Background: an optimization exercise with open tools, aiming at small area. Do not read the settings as production practice. Function was checked by simulation only, so behaviour that the tests miss may differ from the original.

## flow/design.v (module list and top-level ports; edited modules follow where they fit)
// module fa: 10 lines
// module pw_conv: 23 lines
// module ds_block_top: 1195 lines
module ds_block_top #(
    parameter int IMG_W  = 6,
    parameter int IMG_H  = 5,
    parameter int STRIDE = 1
) (
    input  wire                                    clk,
    input  wire                                    rstn,
    input  wire                                    in_valid,
    input  wire  [ds_pkg::NCH*ds_pkg::ACT_W-1:0]   in_pix,
    output logic                                   out_valid,
    output logic [ds_pkg::NOUT*ds_pkg::ACT_W-1:0]  out_pix
);
  // ...
==> flow/run.sh <==
#!/bin/bash
# synth_recipe.tcl (not shown) runs the flow's synth.tcl, then flattens the netlist and writes it again
# the make line also repeats each setting of config.mk as NAME=value (left out here)
make -C /OpenROAD-flow-scripts/flow DESIGN_CONFIG=/design/flow/config.mk WORK_HOME=/design/flow/orfs CLKGATE_MAP_FILE= SYNTH_SCRIPT=/design/flow/synth_recipe.tcl finish
==> flow/config.mk <==
export PLATFORM = sky130hd
export DESIGN_NAME = ds_block_top
export DESIGN_NICKNAME = ds_block_top
export VERILOG_FILES = /design/flow/design.v
export SDC_FILE = /design/flow/constraint.sdc
export NUM_CORES = 4
export LEC_CHECK = 0
export CAP_MARGIN = 20
export CORE_MARGIN = 2
export CORE_UTILIZATION = 40
export SLEW_MARGIN = 20
export SYNTH_HIERARCHICAL = 1
export SYNTH_MINIMUM_KEEP_SIZE = 0
==> flow/constraint.sdc <==
create_clock -name core_clock -period 8.0 [get_ports {clk}]
set_input_delay 1.6000 -clock core_clock [delete_from_list [all_inputs] [get_ports {clk}]]
set_output_delay 1.6000 -clock core_clock [all_outputs]
set_load 0.01 [all_outputs]
==> results.py, run 1 <==
metrics = {
    "setup_path": {
        "crit_chain": "inv_1 -> ha_1 -> inv_1 -> fa_1 -> a211oi_1 -> o21bai_1 -> a21oi_1 -> xor2_2 -> inv_1 -> ha_1 -> ha_1 -> a21o_1 -> a21oi_1 -> o21ai_0 -> o311ai_1 -> a31oi_1 -> a41oi_1 -> xor2_1 -> buf_4 -> and2_1 -> clkdlybuf4s50_1",
        "crit_required_ns": 6.40,
        "crit_end": "out_pix[32]",
        "end_kind": "primary output",
        "crit_cells": 21,
        "r2r-end": "d1[3]",
    },
    "layout": {
        "n_antenna_cell": 0,
        "seq-cell-share_pct": 44.1,
        "nonClkBufAreaFrac_pct": 2.92,
        "fin_area_um2": 32500,
    },
    "hold_path": {
        "hold_depth": 0,
    },
    "drt": {
        "vias": 14873,
        "wirelength_um": 58100,
        "avgViaCountPerCell": 4.87,
    },
    "placement": {
        "portBuffers": 76,
        "place.gp.congestion": 0.886,
    },
    "timing": {
        "period_share_pct": 93.6,
        "whs_ns": 0.373,
    },
    "global_route": {
        "grt_pass1_wl_um": 92600,
        "use_met3_pct": 2.28,
    },
    "outcome": {
        "status": "complete, no violations",
    },
    "clocking": {
        "clk_pin_slew_worst_paths_ns": 0.06,
        "cts_tree": "yes",
    },
    "synthesis": {
        "synthAdderAreaFrac_pct": 30.5,
    },
    "floorplanning": {
        "row_count": 98,
    },
}
==> inputs of run 2 (changes only) <==
--- a/flow/config.mk
+++ b/flow/config.mk
@@ -8,6 +8,7 @@
 export CAP_MARGIN = 20
 export CORE_MARGIN = 2
 export CORE_UTILIZATION = 40
+export CTS_BUF_LIST = sky130_fd_sc_hd__clkbuf_4
 export SLEW_MARGIN = 20
 export SYNTH_HIERARCHICAL = 1
 export SYNTH_MINIMUM_KEEP_SIZE = 0
==> results.py, run 2 <==
metrics = {
    "synthesis": {
        "synth_top_area_share_pct": 47.0,
        "ys_top_cells_by_count": "edfxtp_1, fa_1, inv_1",
        "avgSynthCellArea_um2": 14.8,
        "synth_seq_cells": 489,
        "ys.flop_type": "edfxtp_1",
        "yosysTopAreaCell": "edfxtp_1",
        "synthArstFlopShare_pct": 2.25,
        "synth_area_leaders": "edfxtp_1, fa_1, ha_1",
        "yosysMostFrequentCell": "edfxtp_1",
        "yosysSeqAreaShare_pct": 50.0,
        "syn_inst": 1937,
        "synth-edff-count": 448,
        "synth_top_family_by_area": "adder cells",
        "synthAdderAreaFrac_pct": 30.5,
        "synthMuxAreaShare_pct": 0.179,
        "syn-cell-area_um2": 28600,
        "yosysUniqueCellTypes": 76,
        "synth_xor_area_share_pct": 2.75,
        "ys_warn_count": 9,
        "synthSimpleGateAreaFrac_pct": 9.10,
        "synth_compound_area_share_pct": 4.34,
    },
    "layout": {
        "layout_common_cells": "edfxtp_1, fa_1, clkbuf_4",
        "final_nets": 2657,
        "fin_util_pct": 45.3,
        "largest_register_ffs": 448,
        "multi_input_area_um2": 13600,
        "area_delta_synth_final_pct": 12.7,
        "mostFrequentLayoutCell": "edfxtp_1",
        "fin_area_um2": 32300,
        "top_register": "sr",
        "top_regs": "sr x448, d0 x15, d1 x15",
        "fillCellCount": 6391,
        "final_layout_size_suffix_gt1_share_pct": 11.0,
        "layout.area.seq_um2": 14300,
    },
    "timing": {
        "hold_violations": 0,
        "whs_ns": 0.386,
        "setup_viol": 0,
        "maxSlewViolCount": 0,
        "worst_slack_ns": 0.339,
        "timing.fmax_mhz": 131,
        "worst_pin_slew_ns": 0.971,
        "rsz0062_at_grt": "yes",
        "finClkSkew_ns": 0.0758,
        "period_share_pct": 95.8,
        "max_slew_margin_pct": 35.3,
        "period_minus_slack_ns": 7.66,
    },
    "placement": {
        "hpwl_um": 44900,
        "dp_slack_ns": 0.655,
        "place.gp.congestion": 0.886,
        "portBuffers": 76,
        "postPlaceCellArea_um2": 30600,
    },
    "setup_path": {
        "r2r_cells": 21,
        "crit_path_start_kind": "flip-flop",
        "path_class": "flip-flop to primary output",
        "crit_buf_inv": 4,
        "cpPeakStageDelay_ns": 0.55,
        "crit_cells": 21,
        "worst_ep_arrival_time_ns": 6.06,
        "crit_required_ns": 6.40,
        "crit_chain": "inv_1 -> ha_1 -> inv_1 -> fa_1 -> a211oi_1 -> o21a_1 -> o31ai_1 -> o22a_1 -> a21o_1 -> a21oi_1 -> xnor2_1 -> ha_1 -> ha_1 -> or3_1 -> o21ai_0 -> a31oi_2 -> a41oi_1 -> xor2_1 -> buf_4 -> and2_1 -> clkdlybuf4s50_1",
        "crit_top_cell": "ha_1",
        "path_max_fanout": 11,
        "path_delay_family": "compound AO/OA/AOI/OAI gates",
        "end_kind": "primary output",
        "r2r-end": "d1[3]",
        "r2r_slack_ns": 0.70,
        "cp_slowest_cell": "clkdlybuf4s50_1",
        "reg2reg_from": "pad_r",
    },
    "hold_path": {
        "holdCritPathClass": "flip-flop to flip-flop",
        "hp-start": "sr[11][9]",
        "hold_path_end": "sr[12][9]",
        "hold_depth": 0,
    },
    "floorplanning": {
        "die_w_um": 272,
        "die_h_um": 272,
        "die_area_um2": 73700,
        "row_count": 98,
        "start_util_pct": 40.2,
        "pin_count": 100,
        "core_area_um2": 71200,
    },
    "global_route": {
        "grt_max_degree": 206,
        "grt_pass1_wl_um": 94000,
        "global_route.usage.total_pct": 16.7,
        "antenna_found_initial": 2,
        "grt_overflow": 0,
        "grt_pass1_vias": 16938,
    },
    "clocking": {
        "clk_latency_ns": 0.95,
        "clk_pin_slew_worst_paths_ns": 0.06,
        "cts-root-buf": "clkbuf_4",
        "cts_buffers": 131,
        "htree_num_levels": 4,
        "cts_tree": "yes",
        "cts_sinks": 489,
        "clk_path_buf_depth": 3,
    },
    "drt": {
        "vias": 15403,
        "ant_nets": 0,
        "avgViaCountPerCell": 4.85,
        "wl_per_cell_um": 18.6,
        "drc": 0,
        "drtIter0Drc": 972,
        "drt_pass1_iterations": 5,
        "wirelength_um": 59100,
    },
    "outcome": {
        "status": "complete, no violations",
    },
    "flow_run": {
        "drv_cap": 0,
    },
}
==> run 2: cell types whose count changed in the layout (fill, tap and decap cells not counted), moves of 3 or more <==
cell,change
clkbuf_4,+176
clkbuf_16,-55
clkinv_1,+15
clkinv_2,-6
clkbuf_1,-5
diode_2,+5
clkbuf_8,-4
bufinv_16,-3
o21ai_0,-3
o21ai_1,+3
==> run 2: worst max-delay path by stage <==
| stage | from | end | slack (ns) |
|---|---|---|---|
| 2_1_floorplan | in_valid | pad_t | 0.11 |
| 6_report | d1[0] | out_pix[32] | 0.34 |
| 5_1_grt | d0[1] | out_pix[32] | -0.04 |
| 3_3_place_gp | pad_r | d1[12] | 0.79 |
| 3_5_place_dp | pad_l | d1[3] | 0.65 |
| 4_1_cts | d1[0] | out_pix[32] | -0.0004 |
==> run 2: what timing repair did <==
| item | in CTS | in global routing |
|---|---|---|
| gates resized for setup | 4 | 11 |
| pin swaps | 0 | 4 |
| hold buffers | 0 | 0 |
| setup buffers | 0 | 2 |
| setup endpoints to repair | 29 | 38 |
==> run 2: area by class of cell <==
class	count	area share, %
flip-flops and latches	489	44.4
multi-input cells	1262	42.1
clock buffers	176	4.09
well taps	950	3.68
repair buffers	97	2.98
inverters	156	1.81
clock inverters	38	0.845
diodes	5	0.0388
==> run 2: cells by family after synthesis <==
group	count (synthesis)
AO/OA/AOI/OAI	183
AND/OR/NAND/NOR	473
other	2
flip-flops	489
XOR/XNOR	89
multiplexers	5
adder cells (fa/ha/maj)	488
buffers and inverters	208
==> run 2: per-stage QoR <==
stage                TNS (ns)  std cells
CTS                 -0.000389       3165
detailed placement          0       2951
global placement            0       2951
finish                      0       3173
global route           -0.284       3170
floorplan                   0       1959
==> run 2: per-module statistics from Yosys, one instance, submodules excluded <==
module,area (um^2),cells inside,flip-flops and latches,times used
ds_block_top,18000,1077,489,1
pw_conv,3660,510,0,1
fa,20.0,1,0,350
==> run 2: routing by layer <==
metal	GRT usage [%]	routed length, um	vias to the layer above
met5	0	0	-
met4	6.00	1400	0
met3	3.57	2310	107
met2	26.5	28000	343
met1	22.7	27400	7847
li1	-	-	7106

==> static timing again, ports no longer ideal <==
In the flow no input, the clock included, has a driving cell. The finished layouts below were timed again as built, in two steps. Step 1 assumes that a clkbuf_16 drives the clock port and a buf_2 every other input. Step 2 also shifts input and output timing later by t, the mid clock arrival at the registers, as if the neighbouring blocks saw the same clock. Three values: ideal ports, drivers, drivers and shift; two values: the first two.
run | t (ns) | setup WS [ns] | worst hold slack (ns) | slew at the worst register clock pin (ns)
run 1 | 0.651 | 0.508 / 0.447 / 0.702 | 0.373 / 0.373 / 0.373 | 0.07 / 0.07
run 2 | 0.977 | 0.339 / 0.281 / 0.698 | 0.386 / 0.386 / 0.386 | 0.08 / 0.08
After both steps every run listed still meets setup and hold.
